Context: an optimization exercise on an open-source flow, tuned for small area. The choices shown serve that exercise and are no tape-out recipe.
In this exercise RTL edits were held to simulation tests only and were not proved equivalent to the original.
Power and IR drop assume default switching activity. No driver is modelled on the clock port, so clocking that relies on it looks cheaper here than on a real chip.

Design vdc_top, start of the top module:
module vdc_top (
	input  logic          clk,
	input  logic          reset,
	input  logic          cs,            
	input  logic          we,            
	input  logic [7:0]    db_in,
	input  logic [6:0]    direct_reg,    
	input  logic [3:0]    rgbi,          
	output logic [7:0]    db_out,
	output logic          hsync,
	output logic          vsync,
	output logic          irq,
	output vdc_pkg::rgb_t rgb
);
	vdc_pkg::beam_cfg_t cfg;
	vdc_pkg::beam_pos_t pos;
	logic               pal_we;
	logic [5:0]         pal_adr;
	logic [7:0]         pal_val;
	vdc_regs i_regs (
		.clk        (clk),
		.reset      (reset),
		.cs         (cs),
		.we         (we),
		.db_in      (db_in),
		.direct_reg (direct_reg),
		.pos        (pos),
		.db_out     (db_out),
		.cfg        (cfg),
		.pal_we     (pal_we),
		.pal_adr    (pal_adr),
		.pal_val    (pal_val)
	);
	vdc_beam i_beam (
		.clk   (clk),
		.reset (reset),
		.cfg   (cfg),
		.pos   (pos),
		.hsync (hsync),
		.vsync (vsync),
		.irq   (irq)
	);
	vdc_palette i_palette (
		.clk     (clk),
  ...
Settings: LEC_CHECK=0, CAP_MARGIN=10, CORE_MARGIN=2, CORE_UTILIZATION=50, PLACE_DENSITY=0.75, SLEW_MARGIN=10; clock period 8.0 ns.
standard.sh (not shown) runs the stock make flow with config.mk's settings and CLKGATE_MAP_FILE= SYNTH_SCRIPT=/design/flow/synth_recipe.tcl, a recipe that flattens the netlist after the stock synthesis.
==> flow/flow/run.sh <==
#!/bin/bash
# The standard layout (standard.sh, all steps) with three changes:
#  - synthesis maps the logic with an area-oriented ABC script (abc.script beside this
#    file), run from a copy of ORFS's scripts folder that differs only in that script;
#    flip-flops are mapped before ABC runs, so the registers are those of the standard
#    synthesis; the adder step is skipped, so ABC also maps the few adders and
#    comparators as plain logic
#  - ports are buffered with the smallest buffer
#  - clock tree synthesis inserts no dummy loads
set -euo pipefail
work=$(pwd)
rm -rf "$work/scripts"
cp -r "$FLOW_HOME/scripts" "$work/scripts"
cp "$work/flow/abc.script" "$work/scripts/abc_speed.script"
export BUFFER_PORTS_ARGS="-buffer_cell sky130_fd_sc_hd__buf_1"
export CTS_ARGS="-sink_clustering_enable -repair_clock_nets -sink_clustering_size 32 -sink_clustering_max_diameter 120 -buf_list sky130_fd_sc_hd__clkbuf_16 -dont_use_dummy_load"
bash standard.sh "SCRIPTS_DIR=$work/scripts" "ADDER_MAP_FILE=" finish > "$work/standard.log" 2>&1
==> flow/flow/abc.script <==
&get -n
&st
&dch -f
&nf -R 1000 -p -F 10 -A 10 -C 32
&put
The starting point finished with timing, DRC and antenna clean.
==> next run, changes <==
--- a/flow/flow/run.sh
+++ b/flow/flow/run.sh
@@ -16 +16 @@
-export CTS_ARGS="-sink_clustering_enable -repair_clock_nets -sink_clustering_size 32 -sink_clustering_max_diameter 120 -buf_list sky130_fd_sc_hd__clkbuf_16 -dont_use_dummy_load"
+export CTS_ARGS="-sink_clustering_enable -repair_clock_nets -sink_clustering_size 16 -sink_clustering_max_diameter 70 -buf_list sky130_fd_sc_hd__clkbuf_8 -dont_use_dummy_load"
--- a/flow/config.mk
+++ b/flow/config.mk
@@ -10,2 +10,2 @@
-export CORE_UTILIZATION = 50
-export PLACE_DENSITY = 0.75
+export CORE_UTILIZATION = 60
+export PLACE_DENSITY = 0.85
After rerunning: The new run produced a clean layout. Cell area came out lower slightly. Total power barely changes. Clock-buffer cell count rises by 19.
==> next run, changes <==
--- a/flow/flow/run.sh
+++ b/flow/flow/run.sh
@@ -16 +16 @@
-export CTS_ARGS="-sink_clustering_enable -repair_clock_nets -sink_clustering_size 16 -sink_clustering_max_diameter 70 -buf_list sky130_fd_sc_hd__clkbuf_8 -dont_use_dummy_load"
+export CTS_ARGS="-sink_clustering_enable -repair_clock_nets -sink_clustering_size 28 -sink_clustering_max_diameter 70 -buf_list sky130_fd_sc_hd__clkbuf_16 -dont_use_dummy_load"
--- a/flow/config.mk
+++ b/flow/config.mk
@@ -10,2 +10,2 @@
-export CORE_UTILIZATION = 60
-export PLACE_DENSITY = 0.85
+export CORE_UTILIZATION = 50
+export PLACE_DENSITY = 0.75
Effect:
- synthesized cell count stays the same
- clock skew is higher by 0.024 ns
- design area is higher by 1.2%
- count of clock-buffer cells in the layout is lower by 12
- non-clock buffer count is unchanged
==> next run, changes <==
--- a/flow/flow/run.sh
+++ b/flow/flow/run.sh
@@ -16 +16 @@
-export CTS_ARGS="-sink_clustering_enable -repair_clock_nets -sink_clustering_size 28 -sink_clustering_max_diameter 70 -buf_list sky130_fd_sc_hd__clkbuf_16 -dont_use_dummy_load"
+export CTS_ARGS="-sink_clustering_enable -repair_clock_nets -sink_clustering_size 18 -sink_clustering_max_diameter 55 -buf_list sky130_fd_sc_hd__clkbuf_8 -dont_use_dummy_load"
The changed run passed the timing, DRC and antenna checks; utilization is lower by 0.29 points; sequential power barely changes; setup slack stays flat; global-route usage increases by 0.21 points; register-to-register slack hardly moves; clock power fell by about 9%; cell area came out lower by 0.53%; hold slack loses 0.0066 ns; maximum frequency is about the same.
==> next run, changes <==
--- a/flow/flow/run.sh
+++ b/flow/flow/run.sh
@@ -16 +16 @@
-export CTS_ARGS="-sink_clustering_enable -repair_clock_nets -sink_clustering_size 18 -sink_clustering_max_diameter 55 -buf_list sky130_fd_sc_hd__clkbuf_8 -dont_use_dummy_load"
+export CTS_ARGS="-sink_clustering_enable -repair_clock_nets -sink_clustering_size 16 -sink_clustering_max_diameter 55 -buf_list sky130_fd_sc_hd__clkbuf_8 -dont_use_dummy_load"
After rerunning: Total power goes up by 0.68%. Die area stays the same. Non-clock buffer count does not change. Cell area stays flat. Clock-buffer cell count climbs by 3. Synthesized cell count is unchanged. Routed wire length decreases by 0.71%.
==> next run, changes <==
--- a/flow/flow/run.sh
+++ b/flow/flow/run.sh
@@ -14,0 +15 @@
+export DONT_USE_CELLS="sky130_fd_sc_hd__buf_4 sky130_fd_sc_hd__buf_6 sky130_fd_sc_hd__buf_8 sky130_fd_sc_hd__buf_12 sky130_fd_sc_hd__buf_16 sky130_fd_sc_hd__clkbuf_4"
@@ -16 +17 @@
-export CTS_ARGS="-sink_clustering_enable -repair_clock_nets -sink_clustering_size 16 -sink_clustering_max_diameter 55 -buf_list sky130_fd_sc_hd__clkbuf_8 -dont_use_dummy_load"
+export CTS_ARGS="-sink_clustering_enable -repair_clock_nets -sink_clustering_size 16 -sink_clustering_max_diameter 70 -buf_list sky130_fd_sc_hd__clkbuf_8 -dont_use_dummy_load"
Outcome:
- global-route usage stays flat
- non-clock buffer count shrinks by 1
- routed wire length rises by 0.41%
- final area decreases by 0.34%
- sequential cell count stays the same
- combinational power stays flat
- final cell count goes down by 0.32%
- hold slack gains 0.034 ns
- setup slack gets worse by 0.070 ns
- count of clock-buffer cells in the layout went down by 5
- die area stays the same

==> re-timing with driven ports <==
No port has a modelled driver above. Below, the same layouts with a new extraction and two added sets of constraints. Step 1, drivers: a clkbuf_16 drives clk and a buf_2 each remaining input, both assumed. Step 2 moves the port delays by t, midway between the first and last clock arrival at a register: inputs arrive t later, outputs are due t later. That takes back most of the time a late clock gives input paths. Three values: ideal ports, drivers, drivers and shift; two values: the first two.
run	t (ns)	setup WS [ns]	hold WS [ns]	worst setup path after step 2	worst data-port slew with drivers (ns)
the first run	0.601	2.919 / 2.919 / 2.607	0.508 / 0.508 / 0.508	input to register	0.10
the second run	0.616	3.311 / 3.311 / 2.970	0.501 / 0.501 / 0.501	input to register	0.04
the third run	0.611	2.978 / 2.978 / 2.593	0.505 / 0.505 / 0.505	input to register	0.11
the fourth run	0.617	2.981 / 2.981 / 2.624	0.499 / 0.499 / 0.499	input to register	0.11
the fifth run	0.627	3.020 / 3.020 / 2.598	0.466 / 0.466 / 0.466	input to register	0.11
the sixth run	0.632	2.950 / 2.950 / 2.588	0.500 / 0.500 / 0.500	input to register	0.11
After both steps setup and hold are still met in every run listed. The setup slack of the fifth run, which loses most, moves by 0.000 ns with the drivers and by -0.422 ns with both steps.
